What follows belongs to an exercise in optimizing a design on an open flow for small area, a short achievable clock period and few clock cycles; a production flow would make more cautious choices. In this exercise RTL edits were held to simulation tests only and were not proved equivalent to the original. No activity file was given, so power comes from the tool's default toggle rates.

==> flow/design.v, too long to show whole: its modules and the start of the top module <==
// module reg_file: 49 lines
// module fetch_stage: 107 lines
// module decode_stage: 94 lines
// module issue_control: 52 lines
// module alu_stage: 38 lines
// module mult_pipe: 35 lines
// module mul_m1: 1294 lines
// module mul_m2: 500 lines
// module mul_m3: 71 lines
// module core_top: 103 lines
module core_top (
   input  logic        clk,
   input  logic        if_id_reset,
   input  logic        prog_valid,
   input  logic [5:0]  prog_addr,
   input  logic [31:0] prog_instr,
   input  logic        start,
   output logic        busy,
   output logic        wb_valid,
   output logic [4:0]  wb_rd,
   output logic [31:0] wb_data
);
  // ...
==> flow/run.sh <==
#!/bin/bash
# synth_recipe.tcl (not shown) runs the flow's synth.tcl, then flattens the netlist and writes it again
# the make line also repeats each setting of config.mk as NAME=value (left out here)
make -C /OpenROAD-flow-scripts/flow DESIGN_CONFIG=/design/flow/config.mk WORK_HOME=/design/flow/orfs CLKGATE_MAP_FILE= SYNTH_SCRIPT=/design/flow/synth_recipe.tcl finish
==> flow/config.mk <==
export PLATFORM = sky130hd
export DESIGN_NAME = core_top
export DESIGN_NICKNAME = core_top
export VERILOG_FILES = /design/flow/design.v
export SDC_FILE = /design/flow/constraint.sdc
export NUM_CORES = 4
export LEC_CHECK = 0
export CAP_MARGIN = 20
export CORE_MARGIN = 2
export CORE_UTILIZATION = 40
export SETUP_SLACK_MARGIN = 4.6
export SLEW_MARGIN = 20
==> flow/constraint.sdc <==
create_clock -name core_clock -period 8.0 [get_ports {clk}]
set_input_delay 1.6000 -clock core_clock [delete_from_list [all_inputs] [get_ports {clk}]]
set_output_delay 1.6000 -clock core_clock [all_outputs]
set_load 0.01 [all_outputs]
==> out/metrics.yaml, run 1 <==
final_max_slew_viol_count: 0
hold_viol: 0
status: "finished clean"
worst_path_largest_cell_delay_ns: 0.55
fillers: 28285
ys_ff_latch: 2929
clock_buffers: 393
comb-power_mw: 9.36
worstMarginPinSlew_ns: 1.26
hpwlAfterDp_um: 327000
reg2reg_depth: 13
dr.max_layer_used: "met5"
ios: 81
busiest_layer: "met2"
fin_crit_sh_pct: 46.3
start_kind: "flop"
seqPwrFrac_pct: 45.4
synth_xor_area_share_pct: 1.26
rows: 212
layout-area-overhead-vs-synth_pct: 20.7
buffer_area_share_pct: 6.40
cts.htree.levels: 5
grt_pass1_vias: 95266
syn_inst: 9892
cts_buffer_depth: 4
seq_power_mw: 20.2
dr_wl_met3_um: 77300
die_area_mm2: 0.339
crit_fanout: 21
clkLatencyLatePin_ns: 0.98
relSlewSlack_pct: 15.8
initial_core_util_pct: 40.2
min_path_type: "reg2reg"
setup_ws_ns: 4.29
cts-root-buf: "clkbuf_16"
power-top-group: "sequential cells"
layout-drive-gt1-share_pct: 23.9
rsz0062_at_grt: "yes"
cp.required_ns: 8.77
synth_commonest_cells: "edfxtp_1, a22oi_1, nand2_1, nor2_1, clkbuf_1"
fin_worst_skew_ns: 0.0860
Testbench counts, summed over its fixed seeds: cycles 23,834.
==> module reg_file, before the edit <==
module reg_file (
   input  logic        clk,
   input  logic        if_id_reset,
   input  logic [4:0]  rs,
   input  logic [4:0]  rt,
   input  logic        wr_valid,
   input  logic [4:0]  wr_rd,
   input  logic [31:0] wr_data,
   output logic [31:0] rdata_s,
   output logic [31:0] rdata_t
);
localparam int XLEN  = 32;
localparam int SW_W  = 22;
localparam logic [5:0] OP_NOP  = 6'd0;
localparam logic [5:0] OP_ADD  = 6'd1;
localparam logic [5:0] OP_SUB  = 6'd2;
localparam logic [5:0] OP_AND  = 6'd3;
localparam logic [5:0] OP_OR   = 6'd4;
localparam logic [5:0] OP_ADDI = 6'd5;
localparam logic [5:0] OP_MUL  = 6'd6;
localparam logic [5:0] OP_HALT = 6'd7;
localparam int SW_ADDI = 21;
localparam int SW_MUL  = 10;
localparam int SW_HALT = 9;
localparam int SW_ADD  = 8;
localparam int SW_SUB  = 7;
localparam int SW_AND  = 6;
localparam int SW_OR   = 5;
   logic [XLEN-1:0] regs [1:31];
   logic [XLEN-1:0] wd;
   assign wd = if_id_reset ? '0 : wr_data;
   always_ff @(posedge clk) begin
      for (int i = 1; i < 32; i++) begin
         if (if_id_reset || (wr_valid && (wr_rd == 5'(i)))) begin
            regs[i] <= wd;
         end
      end
   end
   always_comb begin
      if (wr_valid && (wr_rd == rs)) rdata_s = wr_data;
      else if (rs == '0) rdata_s = '0;
      else rdata_s = regs[rs];
   end
   always_comb begin
      if (wr_valid && (wr_rd == rt)) rdata_t = wr_data;
      else if (rt == '0) rdata_t = '0;
      else rdata_t = regs[rt];
   end
endmodule
==> module fetch_stage, before the edit <==
module fetch_stage (
   input  logic              clk,
   input  logic              if_id_reset,
   input  logic              prog_valid,
   input  logic [5:0]        prog_addr,
   input  logic [31:0]       prog_instr,
   input  logic              start,
   input  logic              stall,
   output logic [21:0]       fd_word,
   output logic              fd_live,
   output logic              fd_halt
);
localparam int XLEN  = 32;
localparam int SW_W  = 22;
localparam logic [5:0] OP_NOP  = 6'd0;
localparam logic [5:0] OP_ADD  = 6'd1;
localparam logic [5:0] OP_SUB  = 6'd2;
localparam logic [5:0] OP_AND  = 6'd3;
localparam logic [5:0] OP_OR   = 6'd4;
localparam logic [5:0] OP_ADDI = 6'd5;
localparam logic [5:0] OP_MUL  = 6'd6;
localparam logic [5:0] OP_HALT = 6'd7;
localparam int SW_ADDI = 21;
localparam int SW_MUL  = 10;
localparam int SW_HALT = 9;
localparam int SW_ADD  = 8;
localparam int SW_SUB  = 7;
localparam int SW_AND  = 6;
localparam int SW_OR   = 5;
   logic [SW_W-1:0] bank_e [32];      
   logic [SW_W-1:0] bank_o [32];      
   logic [SW_W-1:0] enc;
   logic [SW_W-1:0] word0;
   logic [SW_W-1:0] rd_e, rd_o;
   logic [SW_W-1:0] first, second, fetched;
   logic            skip;
   logic [5:0]      pc;               
   logic [4:0]      ea;               
   logic [5:0]      pc_n;
   logic [4:0]      ea_n;
   logic [5:0]      pc1, pc2, pc3;
   logic            go;
   logic            wr;
   logic [5:0]      op;
   assign op = prog_instr[31:26];
   assign wr = (prog_instr[25:21] != 5'd0);
   always_comb begin
      enc = '0;
      enc[20:11] = prog_instr[25:16];
      if (op == OP_ADDI && wr) begin
         enc[SW_ADDI] = 1'b1;
         enc[10:0]    = prog_instr[10:0];
      end else begin
         enc[4:0]     = prog_instr[15:11];
         enc[SW_MUL]  = wr && (op == OP_MUL);
         enc[SW_HALT] = (op == OP_HALT);
         enc[SW_ADD]  = wr && (op == OP_ADD);
         enc[SW_SUB]  = wr && (op == OP_SUB);
         enc[SW_AND]  = wr && (op == OP_AND);
         enc[SW_OR]   = wr && (op == OP_OR);
      end
   end
   always_ff @(posedge clk) begin
      if (prog_valid && !prog_addr[0]) begin
         bank_e[prog_addr[5:1]] <= enc;
      end
      if (prog_valid && prog_addr[0]) begin
         bank_o[prog_addr[5:1]] <= enc;
      end
   end
   assign word0 = (prog_valid && prog_addr == 6'd0) ? enc : bank_e[0];
   assign rd_e   = bank_e[ea];
   assign rd_o   = bank_o[pc[5:1]];
   assign first  = pc[0] ? rd_o : rd_e;
   assign second = pc[0] ? rd_e : rd_o;
   assign skip   = !first[SW_ADDI] && (first[10:5] == 6'd0);    
   assign fetched = skip ? second : first;
   assign fd_halt = !fd_word[SW_ADDI] && fd_word[SW_HALT];
   assign go = !if_id_reset && (start || fd_live) && !fd_halt && !stall;
   assign pc1 = pc + 6'd1;
   assign pc2 = pc + 6'd2;
   assign pc3 = pc + 6'd3;
   always_comb begin
      if (go) begin
         pc_n = skip ? pc2 : pc1;
         ea_n = skip ? pc3[5:1] : pc2[5:1];
      end else if (!if_id_reset && fd_live && stall) begin
         pc_n = pc;
         ea_n = ea;
      end else begin
         pc_n = 6'd1;
         ea_n = 5'd1;
      end
   end
   always_ff @(posedge clk) begin
      pc <= pc_n;
      ea <= ea_n;
      if (go) begin
         fd_word <= fetched;
         fd_live <= 1'b1;
      end else if (!if_id_reset && fd_live && stall) begin
      end else begin
         fd_word <= word0;
         fd_live <= 1'b0;
      end
   end
endmodule
==> module decode_stage, before the edit <==
module decode_stage (
   input  logic        clk,
   input  logic        if_id_reset,
   input  logic [21:0] fd_word,
   input  logic        fd_act,
   input  logic        stall,
   input  logic [3:0]  sel_s,
   input  logic [3:0]  sel_t,
   input  logic [31:0] alu_now,       
   input  logic [31:0] alu_res,       
   input  logic [31:0] alu_res2,      
   input  logic [31:0] mul_now,       
   input  logic        wr_valid,
   input  logic [4:0]  wr_rd,
   input  logic [31:0] wr_data,
   output logic        de_valid,
   output logic        de_mul,
   output logic [4:0]  de_rd,
   output logic        de_sub,
   output logic        de_and,
   output logic        de_or,
   output logic [31:0] de_a,
   output logic [31:0] de_b,          
   output logic [31:0] de_ma,
   output logic [31:0] de_mb
);
localparam int XLEN  = 32;
localparam int SW_W  = 22;
localparam logic [5:0] OP_NOP  = 6'd0;
localparam logic [5:0] OP_ADD  = 6'd1;
localparam logic [5:0] OP_SUB  = 6'd2;
localparam logic [5:0] OP_AND  = 6'd3;
localparam logic [5:0] OP_OR   = 6'd4;
localparam logic [5:0] OP_ADDI = 6'd5;
localparam logic [5:0] OP_MUL  = 6'd6;
localparam logic [5:0] OP_HALT = 6'd7;
localparam int SW_ADDI = 21;
localparam int SW_MUL  = 10;
localparam int SW_HALT = 9;
localparam int SW_ADD  = 8;
localparam int SW_SUB  = 7;
localparam int SW_AND  = 6;
localparam int SW_OR   = 5;
   logic [31:0] rdata_s;
   logic [31:0] rdata_t;
   logic [31:0] opa;
   logic [31:0] opb;
   logic        is_addi;
   logic        is_mul;
   logic        is_sub;
   logic        writes;
   reg_file u_reg_file (
      .clk(clk), .if_id_reset(if_id_reset),
      .rs(fd_word[15:11]), .rt(fd_word[4:0]),
      .wr_valid(wr_valid), .wr_rd(wr_rd), .wr_data(wr_data),
      .rdata_s(rdata_s), .rdata_t(rdata_t)
   );
   assign is_addi = fd_word[SW_ADDI];
   assign is_mul  = !is_addi && fd_word[SW_MUL];
   assign is_sub  = !is_addi && fd_word[SW_SUB];
   assign writes  = is_addi || fd_word[SW_MUL] || fd_word[SW_ADD] || fd_word[SW_SUB]
                    || fd_word[SW_AND] || fd_word[SW_OR];
   always_comb begin
      if (sel_s[0])      opa = alu_now;
      else if (sel_s[1]) opa = alu_res;
      else if (sel_s[2]) opa = alu_res2;
      else if (sel_s[3]) opa = mul_now;
      else               opa = rdata_s;
   end
   always_comb begin
      if (is_addi)       opb = {{21{fd_word[10]}}, fd_word[10:0]};
      else if (sel_t[0]) opb = alu_now;
      else if (sel_t[1]) opb = alu_res;
      else if (sel_t[2]) opb = alu_res2;
      else if (sel_t[3]) opb = mul_now;
      else               opb = rdata_t;
   end
   always_ff @(posedge clk) begin
      de_rd    <= fd_word[20:16];
      de_mul   <= is_mul;
      de_sub   <= is_sub;
      de_and   <= !is_addi && fd_word[SW_AND];
      de_or    <= !is_addi && fd_word[SW_OR];
      de_a     <= opa;
      de_b     <= opb ^ {32{is_sub}};
      de_ma    <= opa & {32{is_mul}};    
      de_mb    <= opb & {32{is_mul}};
      if (if_id_reset) begin
         de_valid <= 1'b0;
      end else begin
         de_valid <= fd_act && writes && !stall;
      end
   end
endmodule
==> module issue_control, before the edit <==
module issue_control (
   input  logic [21:0] fd_word,
   input  logic        fd_act,        
   input  logic        de_valid,      
   input  logic        de_mul,
   input  logic [4:0]  de_rd,
   input  logic        em_valid,      
   input  logic        em_mul,
   input  logic [4:0]  em_rd,
   input  logic        x_valid,       
   input  logic        x_mul,
   input  logic [4:0]  x_rd,
   output logic        stall,
   output logic [3:0]  sel_s,         
   output logic [3:0]  sel_t          
);
localparam int XLEN  = 32;
localparam int SW_W  = 22;
localparam logic [5:0] OP_NOP  = 6'd0;
localparam logic [5:0] OP_ADD  = 6'd1;
localparam logic [5:0] OP_SUB  = 6'd2;
localparam logic [5:0] OP_AND  = 6'd3;
localparam logic [5:0] OP_OR   = 6'd4;
localparam logic [5:0] OP_ADDI = 6'd5;
localparam logic [5:0] OP_MUL  = 6'd6;
localparam logic [5:0] OP_HALT = 6'd7;
localparam int SW_ADDI = 21;
localparam int SW_MUL  = 10;
localparam int SW_HALT = 9;
localparam int SW_ADD  = 8;
localparam int SW_SUB  = 7;
localparam int SW_AND  = 6;
localparam int SW_OR   = 5;
   logic [4:0] rs, rt;
   logic       reads_t;
   logic       de_s, de_t, em_s, em_t, x_s, x_t;
   assign rs      = fd_word[15:11];
   assign rt      = fd_word[4:0];
   assign reads_t = !fd_word[SW_ADDI];
   assign de_s = de_valid && (de_rd == rs);
   assign de_t = de_valid && (de_rd == rt) && reads_t;
   assign em_s = em_valid && (em_rd == rs);
   assign em_t = em_valid && (em_rd == rt) && reads_t;
   assign x_s  = x_valid && (x_rd == rs);
   assign x_t  = x_valid && (x_rd == rt) && reads_t;
   assign stall = fd_act && ((de_mul && (de_s || de_t))
                             || (em_mul && ((!de_s && em_s) || (!de_t && em_t))));
   assign sel_s = {!de_s && !em_s && x_s && x_mul, !de_s && !em_s && x_s && !x_mul,
                   !de_s && em_s, de_s};
   assign sel_t = {!de_t && !em_t && x_t && x_mul, !de_t && !em_t && x_t && !x_mul,
                   !de_t && em_t, de_t};
endmodule
==> module alu_stage, before the edit <==
module alu_stage (
   input  logic        clk,
   input  logic        de_sub,
   input  logic        de_and,
   input  logic        de_or,
   input  logic [31:0] de_a,
   input  logic [31:0] de_b,          
   output logic [31:0] alu_now,
   output logic [31:0] alu_res
);
localparam int XLEN  = 32;
localparam int SW_W  = 22;
localparam logic [5:0] OP_NOP  = 6'd0;
localparam logic [5:0] OP_ADD  = 6'd1;
localparam logic [5:0] OP_SUB  = 6'd2;
localparam logic [5:0] OP_AND  = 6'd3;
localparam logic [5:0] OP_OR   = 6'd4;
localparam logic [5:0] OP_ADDI = 6'd5;
localparam logic [5:0] OP_MUL  = 6'd6;
localparam logic [5:0] OP_HALT = 6'd7;
localparam int SW_ADDI = 21;
localparam int SW_MUL  = 10;
localparam int SW_HALT = 9;
localparam int SW_ADD  = 8;
localparam int SW_SUB  = 7;
localparam int SW_AND  = 6;
localparam int SW_OR   = 5;
   logic [31:0] sum;
   assign sum = de_a + de_b + {31'd0, de_sub};
   always_comb begin
      if (de_and)     alu_now = de_a & de_b;
      else if (de_or) alu_now = de_a | de_b;
      else            alu_now = sum;
   end
   always_ff @(posedge clk) begin
      alu_res <= alu_now;
   end
endmodule
==> module mult_pipe, before the edit <==
module mult_pipe (
   input  logic        clk,
   input  logic [31:0] de_ma,
   input  logic [31:0] de_mb,
   output logic [31:0] mul_res
);
localparam int XLEN  = 32;
localparam int SW_W  = 22;
localparam logic [5:0] OP_NOP  = 6'd0;
localparam logic [5:0] OP_ADD  = 6'd1;
localparam logic [5:0] OP_SUB  = 6'd2;
localparam logic [5:0] OP_AND  = 6'd3;
localparam logic [5:0] OP_OR   = 6'd4;
localparam logic [5:0] OP_ADDI = 6'd5;
localparam logic [5:0] OP_MUL  = 6'd6;
localparam logic [5:0] OP_HALT = 6'd7;
localparam int SW_ADDI = 21;
localparam int SW_MUL  = 10;
localparam int SW_HALT = 9;
localparam int SW_ADD  = 8;
localparam int SW_SUB  = 7;
localparam int SW_AND  = 6;
localparam int SW_OR   = 5;
   logic [167-1:0] cs1_d;
   logic [167-1:0] cs1_q;
   logic [63-1:0] cs2_d;
   logic [63-1:0] cs2_q;
   mul_m1 u_m1 (.a(de_ma), .b(de_mb), .cs(cs1_d));
   always_ff @(posedge clk) begin
      cs1_q <= cs1_d;
      cs2_q <= cs2_d;
   end
   mul_m2 u_m2 (.ci(cs1_q), .cs(cs2_d));
   mul_m3 u_m3 (.ci(cs2_q), .p(mul_res));
endmodule
==> module core_top, before the edit <==
module core_top (
   input  logic        clk,
   input  logic        if_id_reset,
   input  logic        prog_valid,
   input  logic [5:0]  prog_addr,
   input  logic [31:0] prog_instr,
   input  logic        start,
   output logic        busy,
   output logic        wb_valid,
   output logic [4:0]  wb_rd,
   output logic [31:0] wb_data
);
localparam int XLEN  = 32;
localparam int SW_W  = 22;
localparam logic [5:0] OP_NOP  = 6'd0;
localparam logic [5:0] OP_ADD  = 6'd1;
localparam logic [5:0] OP_SUB  = 6'd2;
localparam logic [5:0] OP_AND  = 6'd3;
localparam logic [5:0] OP_OR   = 6'd4;
localparam logic [5:0] OP_ADDI = 6'd5;
localparam logic [5:0] OP_MUL  = 6'd6;
localparam logic [5:0] OP_HALT = 6'd7;
localparam int SW_ADDI = 21;
localparam int SW_MUL  = 10;
localparam int SW_HALT = 9;
localparam int SW_ADD  = 8;
localparam int SW_SUB  = 7;
localparam int SW_AND  = 6;
localparam int SW_OR   = 5;
   logic [21:0] fd_word;
   logic        fd_live;
   logic        fd_halt;
   logic        fd_act;
   logic        stall;
   logic [3:0]  sel_s, sel_t;
   logic        de_valid;
   logic        de_mul;
   logic [4:0]  de_rd;
   logic        de_sub, de_and, de_or;
   logic [31:0] de_a;
   logic [31:0] de_b;
   logic [31:0] de_ma;
   logic [31:0] de_mb;
   logic [31:0] alu_now;
   logic [31:0] alu_res;
   logic [31:0] alu_res2;
   logic [31:0] mul_res;
   logic        em_valid;
   logic        em_mul;
   logic [4:0]  em_rd;
   logic        x_valid;
   logic        x_mul;
   logic [4:0]  x_rd;
   fetch_stage u_fetch (
      .clk(clk), .if_id_reset(if_id_reset), .prog_valid(prog_valid), .prog_addr(prog_addr),
      .prog_instr(prog_instr), .start(start), .stall(stall),
      .fd_word(fd_word), .fd_live(fd_live), .fd_halt(fd_halt)
   );
   assign fd_act = !if_id_reset && (fd_live || start);
   issue_control u_issue (
      .fd_word(fd_word), .fd_act(fd_act),
      .de_valid(de_valid), .de_mul(de_mul), .de_rd(de_rd),
      .em_valid(em_valid), .em_mul(em_mul), .em_rd(em_rd),
      .x_valid(x_valid), .x_mul(x_mul), .x_rd(x_rd),
      .stall(stall), .sel_s(sel_s), .sel_t(sel_t)
   );
   decode_stage u_decode (
      .clk(clk), .if_id_reset(if_id_reset), .fd_word(fd_word), .fd_act(fd_act), .stall(stall),
      .sel_s(sel_s), .sel_t(sel_t), .alu_now(alu_now), .alu_res(alu_res), .alu_res2(alu_res2),
      .mul_now(mul_res),
      .wr_valid(wb_valid), .wr_rd(wb_rd), .wr_data(wb_data),
      .de_valid(de_valid), .de_mul(de_mul), .de_rd(de_rd),
      .de_sub(de_sub), .de_and(de_and), .de_or(de_or),
      .de_a(de_a), .de_b(de_b), .de_ma(de_ma), .de_mb(de_mb)
   );
   alu_stage u_alu (
      .clk(clk), .de_sub(de_sub), .de_and(de_and), .de_or(de_or),
      .de_a(de_a), .de_b(de_b), .alu_now(alu_now), .alu_res(alu_res)
   );
   mult_pipe u_mult (
      .clk(clk), .de_ma(de_ma), .de_mb(de_mb), .mul_res(mul_res)
   );
   always_ff @(posedge clk) begin
      em_rd    <= de_rd;
      em_mul   <= de_mul;
      x_rd     <= em_rd;
      x_mul    <= em_mul;
      alu_res2 <= alu_res;
      wb_rd    <= x_rd;
      wb_data  <= x_mul ? mul_res : alu_res2;
      if (if_id_reset) begin
         em_valid <= 1'b0;
         x_valid  <= 1'b0;
         wb_valid <= 1'b0;
         busy     <= 1'b0;
      end else begin
         em_valid <= de_valid;
         x_valid  <= em_valid;
         wb_valid <= x_valid;
         busy     <= start || de_valid || em_valid || x_valid || (fd_live && !fd_halt);
      end
   end
endmodule
==> run 2: changes to the inputs <==
--- a/flow/design.v
+++ b/flow/design.v
@@ -9,18 +9,19 @@
 localparam logic [5:0] OP_MUL  = 6'd6;
 localparam logic [5:0] OP_HALT = 6'd7;
 localparam int SW_ADDI = 21;
-localparam int SW_MUL  = 10;
-localparam int SW_HALT = 9;
-localparam int SW_ADD  = 8;
-localparam int SW_SUB  = 7;
-localparam int SW_AND  = 6;
-localparam int SW_OR   = 5;
+localparam int SW_ACT  = 10;
+localparam logic [2:0] SWOP_ADD  = 3'd0;
+localparam logic [2:0] SWOP_SUB  = 3'd1;
+localparam logic [2:0] SWOP_AND  = 3'd2;
+localparam logic [2:0] SWOP_OR   = 3'd3;
+localparam logic [2:0] SWOP_MUL  = 3'd4;
+localparam logic [2:0] SWOP_HALT = 3'd7;
 `timescale 1ns/100ps
 module reg_file (
    input  logic        clk,
    input  logic        if_id_reset,
-   input  logic [4:0]  rs,
-   input  logic [4:0]  rt,
+   input  logic [31:1] rs_oh,
+   input  logic [31:1] rt_oh,
    input  logic        wr_valid,
    input  logic [4:0]  wr_rd,
    input  logic [31:0] wr_data,
@@ -38,12 +39,13 @@
 localparam logic [5:0] OP_MUL  = 6'd6;
 localparam logic [5:0] OP_HALT = 6'd7;
 localparam int SW_ADDI = 21;
-localparam int SW_MUL  = 10;
-localparam int SW_HALT = 9;
-localparam int SW_ADD  = 8;
-localparam int SW_SUB  = 7;
-localparam int SW_AND  = 6;
-localparam int SW_OR   = 5;
+localparam int SW_ACT  = 10;
+localparam logic [2:0] SWOP_ADD  = 3'd0;
+localparam logic [2:0] SWOP_SUB  = 3'd1;
+localparam logic [2:0] SWOP_AND  = 3'd2;
+localparam logic [2:0] SWOP_OR   = 3'd3;
+localparam logic [2:0] SWOP_MUL  = 3'd4;
+localparam logic [2:0] SWOP_HALT = 3'd7;
    logic [XLEN-1:0] regs [1:31];
    logic [XLEN-1:0] wd;
    assign wd = if_id_reset ? '0 : wr_data;
@@ -55,14 +57,12 @@
       end
    end
    always_comb begin
-      if (wr_valid && (wr_rd == rs)) rdata_s = wr_data;
-      else if (rs == '0) rdata_s = '0;
-      else rdata_s = regs[rs];
-   end
-   always_comb begin
-      if (wr_valid && (wr_rd == rt)) rdata_t = wr_data;
-      else if (rt == '0) rdata_t = '0;
-      else rdata_t = regs[rt];
+      rdata_s = '0;
+      rdata_t = '0;
+      for (int i = 1; i < 32; i++) begin
+         rdata_s = rdata_s | ({32{rs_oh[i]}} & regs[i]);
+         rdata_t = rdata_t | ({32{rt_oh[i]}} & regs[i]);
+      end
    end
 endmodule
 `timescale 1ns/100ps
@@ -89,12 +89,13 @@
 localparam logic [5:0] OP_MUL  = 6'd6;
 localparam logic [5:0] OP_HALT = 6'd7;
 localparam int SW_ADDI = 21;
-localparam int SW_MUL  = 10;
-localparam int SW_HALT = 9;
-localparam int SW_ADD  = 8;
-localparam int SW_SUB  = 7;
-localparam int SW_AND  = 6;
-localparam int SW_OR   = 5;
+localparam int SW_ACT  = 10;
+localparam logic [2:0] SWOP_ADD  = 3'd0;
+localparam logic [2:0] SWOP_SUB  = 3'd1;
+localparam logic [2:0] SWOP_AND  = 3'd2;
+localparam logic [2:0] SWOP_OR   = 3'd3;
+localparam logic [2:0] SWOP_MUL  = 3'd4;
+localparam logic [2:0] SWOP_HALT = 3'd7;
    logic [SW_W-1:0] bank_e [32];      
    logic [SW_W-1:0] bank_o [32];      
    logic [SW_W-1:0] enc;
@@ -102,11 +103,12 @@
    logic [SW_W-1:0] rd_e, rd_o;
    logic [SW_W-1:0] first, second, fetched;
    logic            skip;
-   logic [5:0]      pc;               
-   logic [4:0]      ea;               
-   logic [5:0]      pc_n;
-   logic [4:0]      ea_n;
-   logic [5:0]      pc1, pc2, pc3;
+   logic            ph;
+   logic [31:0]     ro;
+   logic [31:0]     re;
+   logic            ph_n;
+   logic [31:0]     ro_n;
+   logic [31:0]     re_n;
    logic            go;
    logic            wr;
    logic [5:0]      op;
@@ -119,13 +121,16 @@
          enc[SW_ADDI] = 1'b1;
          enc[10:0]    = prog_instr[10:0];
       end else begin
-         enc[4:0]     = prog_instr[15:11];
-         enc[SW_MUL]  = wr && (op == OP_MUL);
-         enc[SW_HALT] = (op == OP_HALT);
-         enc[SW_ADD]  = wr && (op == OP_ADD);
-         enc[SW_SUB]  = wr && (op == OP_SUB);
-         enc[SW_AND]  = wr && (op == OP_AND);
-         enc[SW_OR]   = wr && (op == OP_OR);
+         enc[4:0] = prog_instr[15:11];
+         case (op)
+            OP_ADD:  begin enc[SW_ACT] = wr;   enc[9:7] = SWOP_ADD;  end
+            OP_SUB:  begin enc[SW_ACT] = wr;   enc[9:7] = SWOP_SUB;  end
+            OP_AND:  begin enc[SW_ACT] = wr;   enc[9:7] = SWOP_AND;  end
+            OP_OR:   begin enc[SW_ACT] = wr;   enc[9:7] = SWOP_OR;   end
+            OP_MUL:  begin enc[SW_ACT] = wr;   enc[9:7] = SWOP_MUL;  end
+            OP_HALT: begin enc[SW_ACT] = 1'b1; enc[9:7] = SWOP_HALT; end
+            default: ;
+         endcase
       end
    end
    always_ff @(posedge clk) begin
@@ -137,32 +142,39 @@
       end
    end
    assign word0 = (prog_valid && prog_addr == 6'd0) ? enc : bank_e[0];
-   assign rd_e   = bank_e[ea];
-   assign rd_o   = bank_o[pc[5:1]];
-   assign first  = pc[0] ? rd_o : rd_e;
-   assign second = pc[0] ? rd_e : rd_o;
-   assign skip   = !first[SW_ADDI] && (first[10:5] == 6'd0);    
+   always_comb begin
+      rd_e = '0;
+      rd_o = '0;
+      for (int k = 0; k < 32; k++) begin
+         rd_e = rd_e | ({SW_W{re[k]}} & bank_e[k]);
+         rd_o = rd_o | ({SW_W{ro[k]}} & bank_o[k]);
+      end
+   end
+   assign first  = ph ? rd_o : rd_e;
+   assign second = ph ? rd_e : rd_o;
+   assign skip   = !first[SW_ADDI] && !first[SW_ACT];    
    assign fetched = skip ? second : first;
-   assign fd_halt = !fd_word[SW_ADDI] && fd_word[SW_HALT];
+   assign fd_halt = !fd_word[SW_ADDI] && fd_word[SW_ACT] && (fd_word[9:7] == SWOP_HALT);
    assign go = !if_id_reset && (start || fd_live) && !fd_halt && !stall;
-   assign pc1 = pc + 6'd1;
-   assign pc2 = pc + 6'd2;
-   assign pc3 = pc + 6'd3;
    always_comb begin
       if (go) begin
-         pc_n = skip ? pc2 : pc1;
-         ea_n = skip ? pc3[5:1] : pc2[5:1];
+         ph_n = skip ? ph : !ph;
+         re_n = (skip || !ph) ? {re[30:0], re[31]} : re;
+         ro_n = (skip || ph)  ? {ro[30:0], ro[31]} : ro;
       end else if (!if_id_reset && fd_live && stall) begin
-         pc_n = pc;
-         ea_n = ea;
+         ph_n = ph;
+         re_n = re;
+         ro_n = ro;
       end else begin
-         pc_n = 6'd1;
-         ea_n = 5'd1;
+         ph_n = 1'b1;                
+         re_n = 32'd2;
+         ro_n = 32'd1;
       end
    end
    always_ff @(posedge clk) begin
-      pc <= pc_n;
-      ea <= ea_n;
+      ph <= ph_n;
+      re <= re_n;
+      ro <= ro_n;
       if (go) begin
          fd_word <= fetched;
          fd_live <= 1'b1;
@@ -180,8 +192,8 @@
    input  logic [21:0] fd_word,
    input  logic        fd_act,
    input  logic        stall,
-   input  logic [3:0]  sel_s,
-   input  logic [3:0]  sel_t,
+   input  logic [5:0]  sel_s,
+   input  logic [5:0]  sel_t,
    input  logic [31:0] alu_now,       
    input  logic [31:0] alu_res,       
    input  logic [31:0] alu_res2,      
@@ -211,12 +223,13 @@
 localparam logic [5:0] OP_MUL  = 6'd6;
 localparam logic [5:0] OP_HALT = 6'd7;
 localparam int SW_ADDI = 21;
-localparam int SW_MUL  = 10;
-localparam int SW_HALT = 9;
-localparam int SW_ADD  = 8;
-localparam int SW_SUB  = 7;
-localparam int SW_AND  = 6;
-localparam int SW_OR   = 5;
+localparam int SW_ACT  = 10;
+localparam logic [2:0] SWOP_ADD  = 3'd0;
+localparam logic [2:0] SWOP_SUB  = 3'd1;
+localparam logic [2:0] SWOP_AND  = 3'd2;
+localparam logic [2:0] SWOP_OR   = 3'd3;
+localparam logic [2:0] SWOP_MUL  = 3'd4;
+localparam logic [2:0] SWOP_HALT = 3'd7;
    logic [31:0] rdata_s;
    logic [31:0] rdata_t;
    logic [31:0] opa;
@@ -225,38 +238,40 @@
    logic        is_mul;
    logic        is_sub;
    logic        writes;
+   logic        is_act;
+   logic [31:1] rs_oh;
+   logic [31:1] rt_oh;
+   logic [31:0] imm;
    reg_file u_reg_file (
       .clk(clk), .if_id_reset(if_id_reset),
-      .rs(fd_word[15:11]), .rt(fd_word[4:0]),
+      .rs_oh(rs_oh), .rt_oh(rt_oh),
       .wr_valid(wr_valid), .wr_rd(wr_rd), .wr_data(wr_data),
       .rdata_s(rdata_s), .rdata_t(rdata_t)
    );
    assign is_addi = fd_word[SW_ADDI];
-   assign is_mul  = !is_addi && fd_word[SW_MUL];
-   assign is_sub  = !is_addi && fd_word[SW_SUB];
-   assign writes  = is_addi || fd_word[SW_MUL] || fd_word[SW_ADD] || fd_word[SW_SUB]
-                    || fd_word[SW_AND] || fd_word[SW_OR];
-   always_comb begin
-      if (sel_s[0])      opa = alu_now;
-      else if (sel_s[1]) opa = alu_res;
-      else if (sel_s[2]) opa = alu_res2;
-      else if (sel_s[3]) opa = mul_now;
-      else               opa = rdata_s;
-   end
+   assign is_act  = !is_addi && fd_word[SW_ACT];
+   assign is_mul  = is_act && (fd_word[9:7] == SWOP_MUL);
+   assign is_sub  = is_act && (fd_word[9:7] == SWOP_SUB);
+   assign writes  = is_addi || (is_act && (fd_word[9:7] != SWOP_HALT));
    always_comb begin
-      if (is_addi)       opb = {{21{fd_word[10]}}, fd_word[10:0]};
-      else if (sel_t[0]) opb = alu_now;
-      else if (sel_t[1]) opb = alu_res;
-      else if (sel_t[2]) opb = alu_res2;
-      else if (sel_t[3]) opb = mul_now;
-      else               opb = rdata_t;
+      for (int i = 1; i < 32; i++) begin
+         rs_oh[i] = (fd_word[15:11] == 5'(i));
+         rt_oh[i] = (fd_word[4:0] == 5'(i));
+      end
    end
+   assign imm = is_addi ? {{21{fd_word[10]}}, fd_word[10:0]} : '0;
+   assign opa = ({32{sel_s[0]}} & alu_now) | ({32{sel_s[1]}} & alu_res)
+              | ({32{sel_s[2]}} & alu_res2) | ({32{sel_s[3]}} & mul_now)
+              | ({32{sel_s[4]}} & wr_data) | ({32{sel_s[5]}} & rdata_s);
+   assign opb = ({32{sel_t[0]}} & alu_now) | ({32{sel_t[1]}} & alu_res)
+              | ({32{sel_t[2]}} & alu_res2) | ({32{sel_t[3]}} & mul_now)
+              | ({32{sel_t[4]}} & wr_data) | ({32{sel_t[5]}} & rdata_t) | imm;
    always_ff @(posedge clk) begin
       de_rd    <= fd_word[20:16];
       de_mul   <= is_mul;
       de_sub   <= is_sub;
-      de_and   <= !is_addi && fd_word[SW_AND];
-      de_or    <= !is_addi && fd_word[SW_OR];
+      de_and   <= is_act && (fd_word[9:7] == SWOP_AND);
+      de_or    <= is_act && (fd_word[9:7] == SWOP_OR);
       de_a     <= opa;
       de_b     <= opb ^ {32{is_sub}};
       de_ma    <= opa & {32{is_mul}};    
@@ -281,9 +296,11 @@
    input  logic        x_valid,       
    input  logic        x_mul,
    input  logic [4:0]  x_rd,
+   input  logic        wb_valid,      
+   input  logic [4:0]  wb_rd,
    output logic        stall,
-   output logic [3:0]  sel_s,         
-   output logic [3:0]  sel_t          
+   output logic [5:0]  sel_s,
+   output logic [5:0]  sel_t
 );
 localparam int XLEN  = 32;
 localparam int SW_W  = 22;
@@ -296,15 +313,16 @@
 localparam logic [5:0] OP_MUL  = 6'd6;
 localparam logic [5:0] OP_HALT = 6'd7;
 localparam int SW_ADDI = 21;
-localparam int SW_MUL  = 10;
-localparam int SW_HALT = 9;
-localparam int SW_ADD  = 8;
-localparam int SW_SUB  = 7;
-localparam int SW_AND  = 6;
-localparam int SW_OR   = 5;
+localparam int SW_ACT  = 10;
+localparam logic [2:0] SWOP_ADD  = 3'd0;
+localparam logic [2:0] SWOP_SUB  = 3'd1;
+localparam logic [2:0] SWOP_AND  = 3'd2;
+localparam logic [2:0] SWOP_OR   = 3'd3;
+localparam logic [2:0] SWOP_MUL  = 3'd4;
+localparam logic [2:0] SWOP_HALT = 3'd7;
    logic [4:0] rs, rt;
    logic       reads_t;
-   logic       de_s, de_t, em_s, em_t, x_s, x_t;
+   logic       de_s, de_t, em_s, em_t, x_s, x_t, w_s, w_t;
    assign rs      = fd_word[15:11];
    assign rt      = fd_word[4:0];
    assign reads_t = !fd_word[SW_ADDI];
@@ -314,11 +332,15 @@
    assign em_t = em_valid && (em_rd == rt) && reads_t;
    assign x_s  = x_valid && (x_rd == rs);
    assign x_t  = x_valid && (x_rd == rt) && reads_t;
+   assign w_s  = wb_valid && (wb_rd == rs);
+   assign w_t  = wb_valid && (wb_rd == rt) && reads_t;
    assign stall = fd_act && ((de_mul && (de_s || de_t))
                              || (em_mul && ((!de_s && em_s) || (!de_t && em_t))));
-   assign sel_s = {!de_s && !em_s && x_s && x_mul, !de_s && !em_s && x_s && !x_mul,
+   assign sel_s = {!de_s && !em_s && !x_s && !w_s, !de_s && !em_s && !x_s && w_s,
+                   !de_s && !em_s && x_s && x_mul, !de_s && !em_s && x_s && !x_mul,
                    !de_s && em_s, de_s};
-   assign sel_t = {!de_t && !em_t && x_t && x_mul, !de_t && !em_t && x_t && !x_mul,
+   assign sel_t = {reads_t && !de_t && !em_t && !x_t && !w_t, !de_t && !em_t && !x_t && w_t,
+                   !de_t && !em_t && x_t && x_mul, !de_t && !em_t && x_t && !x_mul,
                    !de_t && em_t, de_t};
 endmodule
 `timescale 1ns/100ps
@@ -343,18 +365,19 @@
 localparam logic [5:0] OP_MUL  = 6'd6;
 localparam logic [5:0] OP_HALT = 6'd7;
 localparam int SW_ADDI = 21;
-localparam int SW_MUL  = 10;
-localparam int SW_HALT = 9;
-localparam int SW_ADD  = 8;
-localparam int SW_SUB  = 7;
-localparam int SW_AND  = 6;
-localparam int SW_OR   = 5;
-   logic [31:0] sum;
-   assign sum = de_a + de_b + {31'd0, de_sub};
+localparam int SW_ACT  = 10;
+localparam logic [2:0] SWOP_ADD  = 3'd0;
+localparam logic [2:0] SWOP_SUB  = 3'd1;
+localparam logic [2:0] SWOP_AND  = 3'd2;
+localparam logic [2:0] SWOP_OR   = 3'd3;
+localparam logic [2:0] SWOP_MUL  = 3'd4;
+localparam logic [2:0] SWOP_HALT = 3'd7;
+   logic [32:0] sum;
+   assign sum = {de_a, de_sub} + {de_b, de_sub};
    always_comb begin
       if (de_and)     alu_now = de_a & de_b;
       else if (de_or) alu_now = de_a | de_b;
-      else            alu_now = sum;
+      else            alu_now = sum[32:1];
    end
    always_ff @(posedge clk) begin
       alu_res <= alu_now;
@@ -378,12 +401,13 @@
 localparam logic [5:0] OP_MUL  = 6'd6;
 localparam logic [5:0] OP_HALT = 6'd7;
 localparam int SW_ADDI = 21;
-localparam int SW_MUL  = 10;
-localparam int SW_HALT = 9;
-localparam int SW_ADD  = 8;
-localparam int SW_SUB  = 7;
-localparam int SW_AND  = 6;
-localparam int SW_OR   = 5;
+localparam int SW_ACT  = 10;
+localparam logic [2:0] SWOP_ADD  = 3'd0;
+localparam logic [2:0] SWOP_SUB  = 3'd1;
+localparam logic [2:0] SWOP_AND  = 3'd2;
+localparam logic [2:0] SWOP_OR   = 3'd3;
+localparam logic [2:0] SWOP_MUL  = 3'd4;
+localparam logic [2:0] SWOP_HALT = 3'd7;
    logic [167-1:0] cs1_d;
    logic [167-1:0] cs1_q;
    logic [63-1:0] cs2_d;
@@ -2285,18 +2309,19 @@
 localparam logic [5:0] OP_MUL  = 6'd6;
 localparam logic [5:0] OP_HALT = 6'd7;
 localparam int SW_ADDI = 21;
-localparam int SW_MUL  = 10;
-localparam int SW_HALT = 9;
-localparam int SW_ADD  = 8;
-localparam int SW_SUB  = 7;
-localparam int SW_AND  = 6;
-localparam int SW_OR   = 5;
+localparam int SW_ACT  = 10;
+localparam logic [2:0] SWOP_ADD  = 3'd0;
+localparam logic [2:0] SWOP_SUB  = 3'd1;
+localparam logic [2:0] SWOP_AND  = 3'd2;
+localparam logic [2:0] SWOP_OR   = 3'd3;
+localparam logic [2:0] SWOP_MUL  = 3'd4;
+localparam logic [2:0] SWOP_HALT = 3'd7;
    logic [21:0] fd_word;
    logic        fd_live;
    logic        fd_halt;
    logic        fd_act;
    logic        stall;
-   logic [3:0]  sel_s, sel_t;
+   logic [5:0]  sel_s, sel_t;
    logic        de_valid;
    logic        de_mul;
    logic [4:0]  de_rd;
@@ -2325,7 +2350,7 @@
       .fd_word(fd_word), .fd_act(fd_act),
       .de_valid(de_valid), .de_mul(de_mul), .de_rd(de_rd),
       .em_valid(em_valid), .em_mul(em_mul), .em_rd(em_rd),
-      .x_valid(x_valid), .x_mul(x_mul), .x_rd(x_rd),
+      .x_valid(x_valid), .x_mul(x_mul), .x_rd(x_rd), .wb_valid(wb_valid), .wb_rd(wb_rd),
       .stall(stall), .sel_s(sel_s), .sel_t(sel_t)
    );
    decode_stage u_decode (
--- a/flow/config.mk
+++ b/flow/config.mk
@@ -7,6 +7,6 @@
 export LEC_CHECK = 0
 export CAP_MARGIN = 20
 export CORE_MARGIN = 2
-export CORE_UTILIZATION = 40
+export CORE_UTILIZATION = 48
 export SETUP_SLACK_MARGIN = 4.6
 export SLEW_MARGIN = 20
==> run 2 against run 1 <==
Power is 6.6% lower. First-iteration DRC count is 13% higher. Highest routed layer unchanged. Maximum frequency is 1.9% higher. Combinational power is 26% lower. Utilization is 8.6 points higher. Setup slack better by 0.068 ns. Flip-flop and latch count is 44 higher. Routed wire length is 0.69% lower. Still clean on timing, DRC and antenna. Clock power hardly changed. Design area is 5.2% lower. Non-clock buffer count is 135 lower.
==> out/metrics.yaml, run 2 <==
cp-end-kind: "flop"  # unchanged
grt_pass1_wl_um: 747000  # was 764000 µm
rows: 190  # was 212
p_sw_mw: 12.2  # was 14.0 mW
ys_ff_latch: 2973  # was 2929
clock_sinks: 2973  # was 2929
hold_depth: 0  # unchanged
largest_register_ffs: 992  # unchanged
synthFlopType: "edfxtp_1"  # unchanged
worstSetupPathType: "reg2reg"  # unchanged
start_kind: "flop"  # unchanged
cts-root-buf: "clkbuf_16"  # unchanged
netlist_area_mm2: 0.130  # was 0.134 mm²
totalNegativeSetupSlack_ns: 0  # unchanged
drt_pass1_iterations: 11  # was 14
power_frac_comb_pct: 16.7  # was 21.0%
regToRegSetupSlack_ns: 4.36  # was 4.29 ns
final_nets: 10627  # was 10722
min_from: "u_mult.cs1_q[0]"  # was u_mult.cs1_q[1]
maxCapViolCount: 0  # unchanged
grt_usage_pct: 39.1  # was 32.1%
syn_area_per_cell_um2: 13.1  # was 13.5 µm²
crit_arrival_ns: 4.27  # was 4.48 ns
reg2reg_depth: 11  # was 13
p_leak_nw: 52.9  # was 55.2 nW
antenna_found_initial: 29  # was 41
drt_wl_total_um: 563000  # was 567000 µm
yosysWarnings: 7  # was 39
wl_per_cell_um: 40.0  # was 37.7 µm
seqPwrFrac_pct: 47.7  # was 45.4%
period_needed_ns: 3.64  # was 3.71 ns
fp.dieH_um: 524  # was 583 µm
clkLatencyLatePin_ns: 0.90  # was 0.98 ns
layout_common_cells: "edfxtp_1, a22oi_1, nand2_1"  # unchanged
hpwlAfterDp_um: 307000  # was 327000 µm
dp_slack_ns: 2.54  # about the same
ys_seq_area_share_pct: 65.1  # was 62.0%
internal_power_mw: 29.4  # was 30.5 mW
synth_top_cell_area_share_pct: 57.6  # was 54.6%
setup-violations-final: 0  # unchanged
final_max_slew_viol_count: 0  # unchanged
synth_cell_types: 101  # was 100
cts_made_buffers: 318  # was 316
via_per_inst: 7.24  # was 6.79
synth_async_sr_flop_share_pct: 0  # unchanged
cts_tree: "done"  # unchanged
r2r-end: "u_fetch.fd_word[15]"  # was u_decode.de_b[24]
synth_top_area_cell: "edfxtp_1"  # unchanged
worst_hold_path.endpoint: "u_mult.cs2_q[0]"  # was u_mult.cs2_q[1]
rsz0062_at_grt: "yes"  # unchanged
min_path_type: "reg2reg"  # unchanged
ir_drop_mv: 0.237  # was 0.205 mV
remaining_drc_errors: 0  # unchanged
gp_congestion: 0.952  # was 1.02
via_count: 102028  # was 101973
synth_edf_count: 2487  # was 2433
hold_viol: 0  # unchanged
die_area_mm2: 0.274  # was 0.339 mm²
clkPwrFrac_pct: 35.7  # was 33.5%
sw_frac_of_total_pct: 29.3  # was 31.5%
cts.htree.levels: 5  # unchanged
initial_core_util_pct: 48.3  # was 40.2%
setup_ws_ns: 4.36  # was 4.29 ns
fin_crit_sh_pct: 45.5  # was 46.3%
regMostFlops: "u_decode.u_reg_file.regs"  # unchanged
ys_top_cells_by_area: "edfxtp_1, dfxtp_1, a22oi_1"  # was edfxtp_1, dfxtp_1, mux4_2
p_per_area_mw_per_mm2: 271  # was 275 mW/mm²
r2r-start: "u_fetch.ro[23]"  # was u_fetch.fd_word[1]
postCtsHoldBufs: 0  # unchanged
synth.most_common_cell: "edfxtp_1"  # unchanged
grt_max_degree: 79  # was 104
ant_nets: 0  # unchanged
syn_inst: 9886  # was 9892
gr-total-overflow: 0  # unchanged
ios: 81  # unchanged
crit_slowest_cell: "or4_4"  # unchanged
grt_pass1_vias: 93608  # was 95266
io_buffer_count: 80  # unchanged
worst_path_largest_cell_delay_ns: 0.61  # was 0.55 ns
layout-drive-gt1-share_pct: 16.5  # was 23.9%
cp.required_ns: 8.63  # was 8.77 ns
fin_worst_skew_ns: 0.0629  # was 0.0860 ns
synth_commonest_cells: "edfxtp_1, a22oi_1, nand2_1, nor2_1, clkbuf_1"  # unchanged
final_common_cell: "edfxtp_1"  # unchanged
path_cells: "buf_8 -> a22o_1 -> a221oi_2 -> nand3_1 -> or4_4 -> or2_4 -> a21o_4 -> buf_16 -> buf_12 -> o41ai_4 -> a21oi_2"  # was buf_12 -> nor2b_4 -> buf_12 -> and2_4 -> buf_12 -> a22oi_1 -> nand3_1 -> or4_4 -> a221oi_4 -> a311oi_2 -> a221oi_2 -> xor2_1 -> o21ai_1
clkTransAtPathRegs_ns: 0.06  # was 0.07 ns
relSlewSlack_pct: 17.0  # was 15.8%
core-area_mm2: 0.268  # was 0.333 mm²
fmaxAchievable_mhz: 275  # was 270 MHz
die_x_um: 524  # was 583 µm
synthesis.nets: 10244  # was 10255
drt-initial-drc-count: 20794  # was 18438
worstMarginPinSlew_ns: 1.24  # was 1.26 ns
crit_fanout: 23  # was 21
cts_buffer_depth: 4  # unchanged
layout-area-overhead-vs-synth_pct: 18.1  # was 20.7%
status: "finished clean"  # unchanged
==> run 2: cell count changes after synthesis, moves of 34 or more <==
cell	previous run	this run
a21oi_1	466	395
a221oi_1	97	276
a22o_1	51	198
a22oi_1	798	1271
and3_1	124	32
clkbuf_1	501	546
edfxtp_1	2433	2487
mux2i_1	137	35
mux4_2	400	0
nand2_1	678	732
nand3_1	224	120
nand4_1	161	226
nor2_1	593	559
xnor2_1	100	150
==> run 2: stage by stage <==
stage                     util [%]  hold slack (ns)  instances  total power [mW]  area (µm²)
after floorplan                  -            0.310       9886              22.7      130000
after detailed placement      50.7            0.314      13117              25.9      136000
after global routing          57.0            0.329      14070              42.3      153000
final                         57.1            0.322      14087              41.6      153000
after CTS                     55.9            0.327      13891              40.8      150000
after global placement        50.6            0.317      13100              25.8      136000
==> run 2: timing repair <==
item	CTS	global route
setup buffers	184	143
endpoints found under the setup margin	1551	913
gates cloned	25	29
gates resized for setup	399	274
pin swaps	95	96
==> run 2: metal layers <==
| metal | global-route usage (%) | up-vias | part of all wire [%] | wire (µm) |
|---|---|---|---|---|
| li1 | - | 39604 | - | - |
| met1 | 50.6 | 50290 | 34 | 194000 |
| met2 | 57.3 | 9636 | 42 | 238000 |
| met3 | 11.9 | 2474 | 15 | 83300 |
| met4 | 25.2 | 24 | 8.5 | 47800 |
| met5 | 0.433 | - | 0.061 | 342 |
==> run 2: logic make-up after synthesis <==
logic type | Yosys count | synth area share (%)
adders and majority gates | 390 | 4.73
xor gates and xnor gates | 222 | 1.50
and+or+nand+nor | 2158 | 7.91
buffers and inverters | 999 | 3.04
muxes | 60 | 0.487
AOI/OAI and AO/OA | 3084 | 17.2
DFF | 2973 | 65.1
==> run 2: power by group through the flow <==
stage | sequential (mW) | clock [mW] | combinational, mW
3_5_place_dp | 20.0 | 0 | 5.85
5_1_grt | 19.9 | 15.4 | 7.05
2_1_floorplan | 19.5 | 0 | 3.18
4_1_cts | 19.7 | 14.8 | 6.23
3_3_place_gp | 20.0 | 0 | 5.77
6_report | 19.8 | 14.8 | 6.93
==> run 2: final cells by class <==
cell class	instances	area (µm²)
Timing Repair inverter	1	5.00
Sequential cell	2973	84600
Multi-Input combinational cell	5942	44400
Inverter	229	885
Clock inverter	181	1830
Fill cell	21104	115000
Tap cell	3552	4440
Clock buffer	384	8450
Antenna cell	21	52.6
Timing Repair Buffer	804	8470
==> run 2: how the worst max path moves through the flow <==
stage,from,endpoint,slack (ns),depth (start not counted)
finish,u_fetch.ro[23],u_fetch.fd_word[15],4.36,11
global route,prog_addr[1],u_fetch.bank_e[15][0],4.33,4
CTS,prog_addr[1],u_fetch.bank_e[18][12],4.26,4
detailed placement,prog_instr[22],u_fetch.fd_word[6],2.54,10
global placement,prog_instr[30],u_fetch.fd_word[6],2.66,8
floorplan,prog_instr[30],u_fetch.fd_word[5],3.08,7
==> run 2: critical path, delay by kind of cell (launching register included) <==
kind	cells	cell delay [ns]
AO/OA/AOI/OAI	5	1.40
AND/OR/NAND/NOR	3	1.02
buffers and inverters	3	0.51
flip-flops	1	0.41
Testbench counts of run 2, summed over its fixed seeds: cycles 23,834.
==> run 3: changes to the inputs <==
--- a/flow/config.mk
+++ b/flow/config.mk
@@ -8,5 +8,6 @@
 export CAP_MARGIN = 20
 export CORE_MARGIN = 2
 export CORE_UTILIZATION = 48
+export CTS_CLUSTER_SIZE = 20
 export SETUP_SLACK_MARGIN = 4.6
 export SLEW_MARGIN = 20
==> run 3 against run 2 <==
Still clean. Clock-buffer cell count is the same. First-iteration DRC count is the same. Critical path depth is the same. Sequential share of layout area is the same. Register-to-register slack is essentially flat. Final cell count is the same. Hold slack is the same. Utilization is the same. Largest power group unchanged. Highest routed layer unchanged.
==> out/metrics.yaml, run 3 <==
hold_ws_ns: 0.322  # unchanged
ys_top_cells_by_area: "edfxtp_1, dfxtp_1, a22oi_1"  # unchanged
clock_sinks: 2973  # unchanged
synth_async_sr_flop_share_pct: 0  # unchanged
fin_crit_sh_pct: 45.5  # unchanged
wl_per_cell_um: 40.0  # unchanged
layout-area-overhead-vs-synth_pct: 18.1  # unchanged
fillers: 21104  # unchanged
period_needed_ns: 3.64  # unchanged
critPathLaunch: "u_fetch.ro[23]"  # unchanged
min_from: "u_mult.cs1_q[0]"  # unchanged
layout_common_cells: "edfxtp_1, a22oi_1, nand2_1"  # unchanged
p_per_area_mw_per_mm2: 271  # unchanged
synth_edf_count: 2487  # unchanged
min_path_type: "reg2reg"  # unchanged
reg2reg_depth: 11  # unchanged
synthesis.nets: 10244  # unchanged
largest_register_ffs: 992  # unchanged
gr-total-overflow: 0  # unchanged
fmaxAchievable_mhz: 275  # unchanged
final_max_slew_viol_count: 0  # unchanged
antenna_found_initial: 29  # unchanged
status: "finished clean"  # unchanged
netlist_area_mm2: 0.130  # unchanged
syn_area_per_cell_um2: 13.1  # unchanged
postCtsHoldBufs: 0  # unchanged
r2r-start: "u_fetch.ro[23]"  # unchanged
hold_viol: 0  # unchanged
cts_tree: "done"  # unchanged
relSlewSlack_pct: 17.0  # unchanged
worstSetupPathType: "reg2reg"  # unchanged
die_x_um: 524  # unchanged
hold_depth: 0  # unchanged
grt_pass1_vias: 93608  # unchanged
rsz0062_at_grt: "yes"  # unchanged
crit_arrival_ns: 4.27  # about the same
cts_made_buffers: 318  # unchanged
core-area_mm2: 0.268  # unchanged
drt_wl_total_um: 563000  # unchanged
layout-drive-gt1-share_pct: 16.5  # unchanged
ir_drop_mv: 0.237  # unchanged
die_area_mm2: 0.274  # unchanged
remaining_drc_errors: 0  # unchanged
synthFlopType: "edfxtp_1"  # unchanged
cp-end-kind: "flop"  # unchanged
ys_ff_latch: 2973  # unchanged
grt_max_degree: 79  # unchanged
p_leak_nw: 52.9  # unchanged
crit_fanout: 23  # unchanged
clkTransAtPathRegs_ns: 0.06  # about the same
clkLatencyLatePin_ns: 0.90  # about the same
initial_core_util_pct: 48.3  # unchanged
finalPower_mw: 41.6  # unchanged
final_nets: 10627  # unchanged
ant_nets: 0  # unchanged
via_per_inst: 7.24  # unchanged
start_kind: "flop"  # unchanged
final_common_cell: "edfxtp_1"  # unchanged
ios: 81  # unchanged
grt_usage_pct: 39.1  # unchanged
synth_cell_types: 101  # unchanged
drt-initial-drc-count: 20794  # unchanged
synth_commonest_cells: "edfxtp_1, a22oi_1, nand2_1, nor2_1, clkbuf_1"  # unchanged
maxCapViolCount: 0  # unchanged
hpwlAfterDp_um: 307000  # unchanged
fin_worst_skew_ns: 0.0629  # unchanged
cp.required_ns: 8.63  # about the same
dp_slack_ns: 2.54  # unchanged
worstMarginPinSlew_ns: 1.24  # unchanged
cts_buffer_depth: 4  # unchanged
fin_util_pct: 57.1  # unchanged
setup_ws_ns: 4.36  # unchanged
synth_top_cell_area_share_pct: 57.6  # unchanged
totalNegativeSetupSlack_ns: 0  # unchanged
yosysWarnings: 7  # unchanged
synth_top_area_cell: "edfxtp_1"  # unchanged
drt_pass1_iterations: 11  # unchanged
syn_inst: 9886  # unchanged
io_buffer_count: 80  # unchanged
via_count: 102028  # unchanged
cts-root-buf: "clkbuf_16"  # unchanged
rows: 190  # unchanged
synth.most_common_cell: "edfxtp_1"  # unchanged
fp.dieH_um: 524  # unchanged
cts.htree.levels: 5  # unchanged
regMostFlops: "u_decode.u_reg_file.regs"  # unchanged
setup-violations-final: 0  # unchanged
gp_congestion: 0.952  # unchanged
ys_seq_area_share_pct: 65.1  # unchanged
grt_pass1_wl_um: 747000  # unchanged
## run 3: cell counts after synthesis
Identical to the previous run, type by type.
## run 3: cell type report
type	instances	area (µm²)	share of cell area, %
Clock inverter	181	1830	1.19
Antenna cell	21	52.6	0.0343
Sequential cell	2973	84600	55.2
Clock buffer	384	8450	5.52
Multi-Input combinational cell	5942	44400	29.0
Timing Repair inverter	1	5.00	0.00327
Inverter	229	885	0.578
Tap cell	3552	4440	2.90
Timing Repair Buffer	804	8470	5.53
## run 3: through the flow
step | cell area, µm² | cells
2_1_floorplan | 130000 | 9886
3_3_place_gp | 136000 | 13100
3_5_place_dp | 136000 | 13117
4_1_cts | 150000 | 13891
5_1_grt | 153000 | 14070
6_report | 153000 | 14087
## run 3: layer usage
metal / vias to the layer above / GRT usage (%) / routed length [µm]
met1: 50290 / 50.6 / 194000
met5: - / 0.433 / 342
li1: 39604 / - / -
met4: 24 / 25.2 / 47800
met3: 2474 / 11.9 / 83300
met2: 9636 / 57.3 / 238000
## run 3: worst max-delay path, cell delays in order, from the launching register on
cell      delay, ns
edfxtp_1       0.41
buf_8          0.22
a22o_1         0.24
a221oi_2       0.17
nand3_1        0.14
or4_4          0.61
or2_4          0.27
a21o_4         0.28
buf_16         0.15
buf_12         0.14
o41ai_4        0.59
a21oi_2        0.12
## run 3: cell families after synthesis
kind of cell / count (synthesis) / share of synthesized area [%]
AO/OA/AOI/OAI: 3084 / 17.2
XOR/XNOR: 222 / 1.50
adder cells (fa/ha/maj): 390 / 4.73
buffers and inverters: 999 / 3.04
flip-flops: 2973 / 65.1
multiplexers: 60 / 0.487
AND/OR/NAND/NOR: 2158 / 7.91
## run 3: path summary, 6_finish.rpt
kind | to | slack (ns)
setup / recovery | u_fetch.fd_word[15] | 4.36
hold / removal | u_mult.cs2_q[0] | 0.32
setup reg to reg | u_fetch.fd_word[15] | 4.36
hold reg to reg | u_mult.cs2_q[0] | 0.32
## run 3: timing repair
action                     in CTS  in global routing
buffers inserted              184                143
resized for setup             399                274
pin swaps                      95                 96
setup endpoints to repair    1551                913
cloned                         25                 29
## run 3: power by group
group          leakage, nW  switching [mW]  internal (mW)
clock                 5.02            6.26           8.58
combinational         21.0            4.76           2.17
sequential            26.8            1.15           18.7

==> separate check: timing with driven ports <==
How much do the figures lean on ideal ports? The routed layouts below were timed once more, with nothing changed but the port constraints. Step 1 sets driving cells, clkbuf_16 on the clock port and buf_2 on the other inputs (assumed; they add their load-dependent delay and slew). Step 2 adds t to the input delays and takes it off the output delays; t is the mean of the earliest and latest rising clock arrival at the registers after step 1. Input paths then give back, and output paths get back, about the clock's delay inside the block. Three values: ideal, step 1, step 2; two values: the first two.
run | t (ns) | setup WS [ns] | hold WS [ns] | worst slew at a driven data input, ns
run 1 | 1.042 | 4.294 / 4.294 / 3.476 | 0.324 / 0.324 / 0.324 | 0.08
run 2 | 0.975 | 4.362 / 4.362 / 3.478 | 0.322 / 0.322 / 0.322 | 0.18
run 3 | 0.975 | 4.362 / 4.362 / 3.478 | 0.322 / 0.322 / 0.322 | 0.18
After both steps setup and hold are still met in every run listed.
